From an optimization exercise on the open Yosys and OpenROAD flow, aimed at small area, a short achievable clock period and few clock cycles per item; shortcuts taken in it are not production practice.
Function was checked by simulation only, so behaviour that the tests miss may differ from the original.
No activity file was given, so power comes from the tool's default toggle rates.

job 101:
==> flow/design.v <==
`default_nettype none
package pix_pkg;
  localparam int pix_w = 8;
  localparam int grad_w = 11;
  localparam int mag_max = 255;
  localparam int kern_mid = 2;
  typedef logic [pix_w-1:0] pix_t;
  typedef struct packed {
    pix_t r;
    pix_t g;
    pix_t b;
  } rgb_t;
  typedef logic [9*pix_w-1:0] win_t;
  typedef struct packed {
    rgb_t rgb;
    pix_t grey;
    logic edge_mode;
  } dec_t;
  typedef struct packed {
    win_t win;
    rgb_t rgb;
    logic edge_mode;
  } win_beat_t;
  typedef struct packed {
    pix_t edge_val;
    rgb_t rgb;
    logic edge_mode;
  } res_t;
endpackage
`default_nettype wire
`default_nettype none
package frame_pkg;
  localparam int frame_cols = 32;
  localparam int frame_rows = 16;
  localparam int col_w = (frame_cols > 1) ? $clog2(frame_cols) : 1;
  localparam int row_w = (frame_rows > 1) ? $clog2(frame_rows) : 1;
endpackage
`default_nettype wire
`default_nettype none
module edge_top (
  input  logic       clk,
  input  logic       rst_n,
  input  logic       edge_en,
  input  logic       in_valid,
  input  logic       in_sof,
  input  logic [7:0] in_r,
  input  logic [7:0] in_g,
  input  logic [7:0] in_b,
  output logic       in_ready,
  output logic       out_valid,
  output logic       out_sof,
  output logic [7:0] out_r,
  output logic [7:0] out_g,
  output logic [7:0] out_b,
  input  logic       out_ready
);
  localparam int cols = frame_pkg::frame_cols;
  localparam int rows = frame_pkg::frame_rows;
  localparam int npix = cols * rows;
  localparam int depth = 2 * cols + 1;
  localparam int lag = cols + 2;
  localparam int hd_last = npix + lag - 1;
  logic        ir_v;
  logic        ir_sof;
  logic        ir_edge;
  logic [23:0] ir_d;       
  logic        fmode;      
  logic [9:0]  hd;
  logic        f_zero, f_last, f_valid, f_sof, f_left, f_right;
  logic        f_top, f_ptop;
  localparam int ring = depth - 1;
  logic [7:0]        ch0;
  logic [8*ring-1:0] rg;
  logic [4:0]        rot;
  logic        cv;         
  logic        c_sof;
  logic        c_right;    
  logic        c_right_y;  
  logic [9:0]  pt;         
  logic [9:0]  d1, d2, d3;         
  logic signed [8:0]  v1, vp;      
  logic signed [10:0] gsum;        
  logic        g_v;
  logic        g_sof;
  logic signed [10:0] gx;
  logic signed [10:0] gy;
  logic        s_v;
  logic        s_sof;
  logic [5:0]  s_lo;       
  logic [4:0]  s_hi;       
  logic        s_big;      
  logic        m_v;
  logic        m_sof;
  logic [7:0]  m_val;
  logic        skid_v;
  logic [24:0] skid_d;
  logic        in_ready_r;
  assign in_ready = in_ready_r;
  logic       in_mode;
  logic [8:0] rb_sum;
  assign in_mode = in_sof ? edge_en : fmode;
  assign rb_sum  = {1'b0, in_r} + {1'b0, in_b};
  logic adv;
  logic e_go;
  logic p_go;
  logic sh;
  logic al;
  logic p_v;
  logic out_en;
  logic busy;
  assign busy   = cv || g_v || s_v || m_v;
  assign adv    = !skid_v;
  assign al     = (rot == 5'd0) || f_zero;
  assign e_go   = adv && al && ir_v && ir_edge && (!hd[9] || f_last);
  assign p_go   = adv && ir_v && !ir_edge && f_zero && !busy;
  assign sh     = adv && al && (hd[9] || (ir_v && ir_edge));
  assign p_v    = (adv && m_v) || p_go;
  assign out_en = !out_valid || out_ready;
  logic ir_v_n;
  logic ir_edge_n;
  logic skid_v_n;
  logic out_v_n;
  logic tail_n;
  logic last_n;
  logic zero_n;
  logic busy_n;
  logic al_n;
  always_comb begin
    ir_v_n    = in_ready_r ? in_valid : ir_v;
    ir_edge_n = in_ready_r ? in_mode : ir_edge;
    if (out_en) begin
      out_v_n  = skid_v || p_v;
      skid_v_n = 1'b0;
    end else begin
      out_v_n  = 1'b1;
      skid_v_n = skid_v || p_v;
    end
    if (sh) begin
      tail_n = !f_last && (hd[9] || hd[8:0] == 9'h1ff);
      last_n = !f_last && (hd == 10'(hd_last - 1));
      zero_n = f_last && !e_go;
    end else begin
      tail_n = hd[9];
      last_n = f_last;
      zero_n = f_zero;
    end
    busy_n = adv ? ((sh && f_valid) || cv || g_v || s_v) : busy;
    al_n   = sh || (rot == 5'(cols - 1)) || zero_n;
  end
  always_ff @(posedge clk) begin
    if (!rst_n) begin
      ir_v       <= 1'b0;
      cv         <= 1'b0;
      g_v        <= 1'b0;
      s_v        <= 1'b0;
      m_v        <= 1'b0;
      out_valid  <= 1'b0;
      skid_v     <= 1'b0;
      in_ready_r <= 1'b1;
    end else begin
      ir_v       <= ir_v_n;
      if (adv) begin
        cv  <= sh && f_valid;
        g_v <= cv;
        s_v <= g_v;
        m_v <= s_v;
      end
      out_valid  <= out_v_n;
      skid_v     <= skid_v_n;
      in_ready_r <= !ir_v_n || (!skid_v_n && (ir_edge_n ? (al_n && (!tail_n || last_n))
                                                        : (zero_n && !busy_n)));
    end
  end
  always_ff @(posedge clk) begin
    if (!rst_n) begin
      hd     <= '0;
      f_zero <= 1'b1;
      f_last <= 1'b0;
    end else if (sh) begin
      hd     <= f_last ? {9'd0, e_go} : hd + 10'd1;
      f_zero <= f_last && !e_go;
      f_last <= !f_last && (hd == 10'(hd_last - 1));
    end
  end
  always_ff @(posedge clk) begin
    if (!rst_n) begin
      f_valid <= 1'b0;
      f_sof   <= 1'b0;
      f_left  <= 1'b0;
      f_right <= 1'b0;
      f_top   <= 1'b0;
      f_ptop  <= 1'b0;
    end else if (sh) begin
      f_valid <= !f_last && (hd >= 10'(lag - 1));
      f_sof   <= !f_last && (hd == 10'(lag - 1));
      f_left  <= !f_last && (hd[4:0] == 5'((lag - 1) % cols));
      f_right <= f_last ? e_go : (hd[4:0] == 5'((lag - 2) % cols));
      f_top   <= f_ptop;
      f_ptop  <= !f_last && (hd >= 10'(lag - 3)) && (hd < 10'(lag - 3 + cols));
    end
  end
  always_ff @(posedge clk) begin
    if (in_ready_r) begin
      ir_sof  <= in_sof;
      ir_edge <= in_mode;
      ir_d    <= {in_mode ? rb_sum[8:1] : in_r, in_g, in_b};
      if (in_valid && in_sof) begin
        fmode <= edge_en;
      end
    end
  end
  logic [8:0] grey_sum;
  logic [7:0] bot;
  logic [7:0] top;
  logic [7:0] nmid;
  logic [7:0] ntop;
  logic [7:0] tz;
  logic [7:0] ntz;
  assign grey_sum = {1'b0, ir_d[23:16]} + {1'b0, ir_d[15:8]};
  assign bot  = ch0;
  assign top  = rg[8*(2*cols-1) +: 8];
  assign nmid = rg[8*(cols-2) +: 8];
  assign ntop = rg[8*(2*cols-2) +: 8];
  assign tz   = f_top ? 8'h00 : top;
  assign ntz  = f_ptop ? 8'h00 : ntop;
  always_ff @(posedge clk) begin
    rot <= sh ? 5'd0 : rot + 5'd1;
    rg  <= {rg[8*(2*cols-1)-1:8*cols], sh ? rg[8*(cols-1) +: 8] : rg[8*(2*cols-1) +: 8],
            rg[8*(cols-1)-1:0],        sh ? ch0 : rg[8*(cols-1) +: 8]};
    if (sh) begin
      ch0     <= (hd[9] && !f_last) ? 8'h00 : grey_sum[8:1];
      pt      <= {2'b00, ntz} + {1'b0, nmid, 1'b0};
      d1      <= pt + {2'b00, bot};
      d2      <= d1;
      d3      <= f_left ? 10'd0 : d2;
      v1      <= $signed({1'b0, bot}) - $signed({1'b0, tz});
      vp      <= f_right ? 9'sd0 : v1;
      gsum    <= 11'(vp) + (11'(v1) <<< 1);
      c_sof   <= f_sof;
      c_right <= f_right;
    end
  end
  always_ff @(posedge clk) begin
    if (!rst_n) begin
      c_right_y <= 1'b0;
    end else if (sh) begin
      c_right_y <= f_right;
    end
  end
  always_ff @(posedge clk) begin
    if (adv) begin
      g_sof <= c_sof;
      gx    <= $signed({1'b0, c_right ? 10'd0 : d1}) - $signed({1'b0, d3});
      gy    <= gsum + (c_right_y ? 11'sd0 : 11'(v1));
    end
  end
  logic [9:0] ax;
  logic [9:0] ay;
  assign ax = gx[9:0] ^ {10{gx[10]}};
  assign ay = gy[9:0] ^ {10{gy[10]}};
  always_ff @(posedge clk) begin
    if (adv) begin
      s_sof <= g_sof;
      s_lo  <= {2'b00, ax[3:0]} + {2'b00, ay[3:0]} + {5'd0, gx[10]} + {5'd0, gy[10]};
      s_hi  <= {1'b0, ax[7:4]} + {1'b0, ay[7:4]};
      s_big <= (ax[9:8] != 2'b00) || (ay[9:8] != 2'b00);
    end
  end
  logic [5:0] m_top;
  assign m_top = {1'b0, s_hi} + {4'd0, s_lo[5:4]};
  always_ff @(posedge clk) begin
    if (adv) begin
      m_sof <= s_sof;
      m_val <= (s_big || m_top[5:4] != 2'b00) ? 8'hff : {m_top[3:0], s_lo[3:0]};
    end
  end
  logic [24:0] p_data;
  assign p_data = m_v ? {m_sof, m_val, m_val, m_val} : {ir_sof, ir_d};
  always_ff @(posedge clk) begin
    if (out_en) begin
      {out_sof, out_r, out_g, out_b} <= skid_v ? skid_d : p_data;
    end
    if (!skid_v) begin
      skid_d <= p_data;
    end
  end
endmodule
`default_nettype wire
==> flow/config.mk <==
export PLATFORM = sky130hd
export DESIGN_NAME = edge_top
export DESIGN_NICKNAME = edge_top
export VERILOG_FILES = /design/flow/design.v
export SDC_FILE = /design/flow/constraint.sdc
export NUM_CORES = 4
export LEC_CHECK = 0
export CAP_MARGIN = 20
export CORE_MARGIN = 2
export CORE_UTILIZATION = 60
export CTS_CLUSTER_DIAMETER = 80
export CTS_CLUSTER_SIZE = 24
export SETUP_SLACK_MARGIN = 2.4
export SLEW_MARGIN = 20
==> flow/constraint.sdc <==
create_clock -name core_clock -period 4.5 [get_ports {clk}]
set_input_delay 0.9000 -clock core_clock [delete_from_list [all_inputs] [get_ports {clk}]]
set_output_delay 0.9000 -clock core_clock [all_outputs]
set_load 0.01 [all_outputs]
run.sh (not shown) runs the stock make flow with config.mk's settings and CLKGATE_MAP_FILE= SYNTH_SCRIPT=/design/flow/synth_recipe.tcl, a recipe that flattens the netlist after the stock synthesis.
Testbench counts of job 101, summed over its fixed seeds: cycles 34,199, pixels 32,768.
#### Input delta (job 102 over job 101)
--- a/flow/design.v
+++ b/flow/design.v
@@ -68,13 +68,9 @@
   logic [9:0]  hd;
   logic        f_zero, f_last, f_valid, f_sof, f_left, f_right;
-  logic        f_top, f_ptop;
-  localparam int ring = depth - 1;
-  logic [7:0]        ch0;
-  logic [8*ring-1:0] rg;
-  logic [4:0]        rot;
+  logic        f_top, f_bot, f_ptop;
+  logic [8*depth-1:0] ch;  
   logic        cv;         
   logic        c_sof;
-  logic        c_right;    
-  logic        c_right_y;  
+  logic        c_right;
   logic [9:0]  pt;         
   logic [9:0]  d1, d2, d3;         
@@ -105,5 +101,4 @@
   logic p_go;
   logic sh;
-  logic al;
   logic p_v;
   logic out_en;
@@ -111,8 +106,7 @@
   assign busy   = cv || g_v || s_v || m_v;
   assign adv    = !skid_v;
-  assign al     = (rot == 5'd0) || f_zero;
-  assign e_go   = adv && al && ir_v && ir_edge && (!hd[9] || f_last);
+  assign e_go   = adv && ir_v && ir_edge && (!hd[9] || f_last);
   assign p_go   = adv && ir_v && !ir_edge && f_zero && !busy;
-  assign sh     = adv && al && (hd[9] || (ir_v && ir_edge));
+  assign sh     = adv && (hd[9] || (ir_v && ir_edge));
   assign p_v    = (adv && m_v) || p_go;
   assign out_en = !out_valid || out_ready;
@@ -125,5 +119,4 @@
   logic zero_n;
   logic busy_n;
-  logic al_n;
   always_comb begin
     ir_v_n    = in_ready_r ? in_valid : ir_v;
@@ -146,5 +139,4 @@
     end
     busy_n = adv ? ((sh && f_valid) || cv || g_v || s_v) : busy;
-    al_n   = sh || (rot == 5'(cols - 1)) || zero_n;
   end
   always_ff @(posedge clk) begin
@@ -168,5 +160,5 @@
       out_valid  <= out_v_n;
       skid_v     <= skid_v_n;
-      in_ready_r <= !ir_v_n || (!skid_v_n && (ir_edge_n ? (al_n && (!tail_n || last_n))
+      in_ready_r <= !ir_v_n || (!skid_v_n && (ir_edge_n ? (!tail_n || last_n)
                                                         : (zero_n && !busy_n)));
     end
@@ -190,4 +182,5 @@
       f_right <= 1'b0;
       f_top   <= 1'b0;
+      f_bot   <= 1'b0;
       f_ptop  <= 1'b0;
     end else if (sh) begin
@@ -197,4 +190,5 @@
       f_right <= f_last ? e_go : (hd[4:0] == 5'((lag - 2) % cols));
       f_top   <= f_ptop;
+      f_bot   <= !f_last && (hd >= 10'(npix + lag - 2 - cols)) && (hd < 10'(npix + lag - 2));
       f_ptop  <= !f_last && (hd >= 10'(lag - 3)) && (hd < 10'(lag - 3 + cols));
     end
@@ -216,23 +210,22 @@
   logic [7:0] ntop;
   logic [7:0] tz;
+  logic [7:0] bz;
   logic [7:0] ntz;
   assign grey_sum = {1'b0, ir_d[23:16]} + {1'b0, ir_d[15:8]};
-  assign bot  = ch0;
-  assign top  = rg[8*(2*cols-1) +: 8];
-  assign nmid = rg[8*(cols-2) +: 8];
-  assign ntop = rg[8*(2*cols-2) +: 8];
+  assign bot  = ch[0 +: 8];
+  assign top  = ch[8*(2*cols) +: 8];
+  assign nmid = ch[8*(cols-1) +: 8];
+  assign ntop = ch[8*(2*cols-1) +: 8];
   assign tz   = f_top ? 8'h00 : top;
+  assign bz   = f_bot ? 8'h00 : bot;
   assign ntz  = f_ptop ? 8'h00 : ntop;
   always_ff @(posedge clk) begin
-    rot <= sh ? 5'd0 : rot + 5'd1;
-    rg  <= {rg[8*(2*cols-1)-1:8*cols], sh ? rg[8*(cols-1) +: 8] : rg[8*(2*cols-1) +: 8],
-            rg[8*(cols-1)-1:0],        sh ? ch0 : rg[8*(cols-1) +: 8]};
     if (sh) begin
-      ch0     <= (hd[9] && !f_last) ? 8'h00 : grey_sum[8:1];
+      ch      <= {ch[8*(depth-1)-1:0], grey_sum[8:1]};
       pt      <= {2'b00, ntz} + {1'b0, nmid, 1'b0};
-      d1      <= pt + {2'b00, bot};
+      d1      <= pt + {2'b00, bz};
       d2      <= d1;
       d3      <= f_left ? 10'd0 : d2;
-      v1      <= $signed({1'b0, bot}) - $signed({1'b0, tz});
+      v1      <= $signed({1'b0, bz}) - $signed({1'b0, tz});
       vp      <= f_right ? 9'sd0 : v1;
       gsum    <= 11'(vp) + (11'(v1) <<< 1);
@@ -242,15 +235,8 @@
   end
   always_ff @(posedge clk) begin
-    if (!rst_n) begin
-      c_right_y <= 1'b0;
-    end else if (sh) begin
-      c_right_y <= f_right;
-    end
-  end
-  always_ff @(posedge clk) begin
     if (adv) begin
       g_sof <= c_sof;
       gx    <= $signed({1'b0, c_right ? 10'd0 : d1}) - $signed({1'b0, d3});
-      gy    <= gsum + (c_right_y ? 11'sd0 : 11'(v1));
+      gy    <= gsum + (c_right ? 11'sd0 : 11'(v1));
     end
   end
==> run notes <==
- As of job 102, non-clock buffer count had risen by more than 10% compared to job 101.
- Job 102: layout filler cell count is 371 higher than what job 101 reported.
- Die height, job 101 and job 102: higher on job 102
- Against job 101, power per standard cell area in job 102 fell by more than 10%.
- Job 101 was carried through to the last stage, and its layout satisfied the timing, design-rule and antenna checks.
- The flow did not stop early for job 102: all stages ran, and the layout cleared the timing, design-rule and antenna checks.
- Summary of the comparison: cell count after placement is higher in job 102, relative to job 101.
- Cell area after layout in job 102 is about 20% higher than in job 101
- The sequential share of layout area of job 102 exceeds that of job 101 by 4.9 points.
- Sequential cell count ended up 5 lower on job 102 than on job 101.
- Compared with job 101, in job 102 top fanout value on the critical path has increased, final cell count up about 2.7%, post-synthesis instance area rose by about 22%, core utilization dropped 0.29 points.
Testbench counts of job 102, summed over its fixed seeds: cycles 34,199, pixels 32,768.

==> static timing again, ports no longer ideal <==
The flow's constraints put no driver on any port. The routed layouts listed below were extracted and timed again, unchanged, in two steps. Step 1 assumes that a clkbuf_16 drives the clock port and a buf_2 every other input. Step 2, shift: input delay + t, output delay - t, t = (earliest + latest rising clock arrival at the registers) / 2. This alone moves slack from input paths to output paths. Three values: no drivers, after step 1, after step 2; two values: the first two.
| run | t (ns) | setup WS [ns] | worst setup path at the end | worst slew at a driven data input, ns |
|---|---|---|---|---|
| job 101 | 0.617 | 2.213 / 2.213 / 1.846 | input to register | 0.05 |
| job 102 | 0.628 | 2.255 / 2.255 / 1.792 | input to register | 0.07 |
After both steps every run listed still meets setup and hold. The setup slack of job 102, which loses most, moves by 0.000 ns with the drivers and by -0.463 ns with both steps.
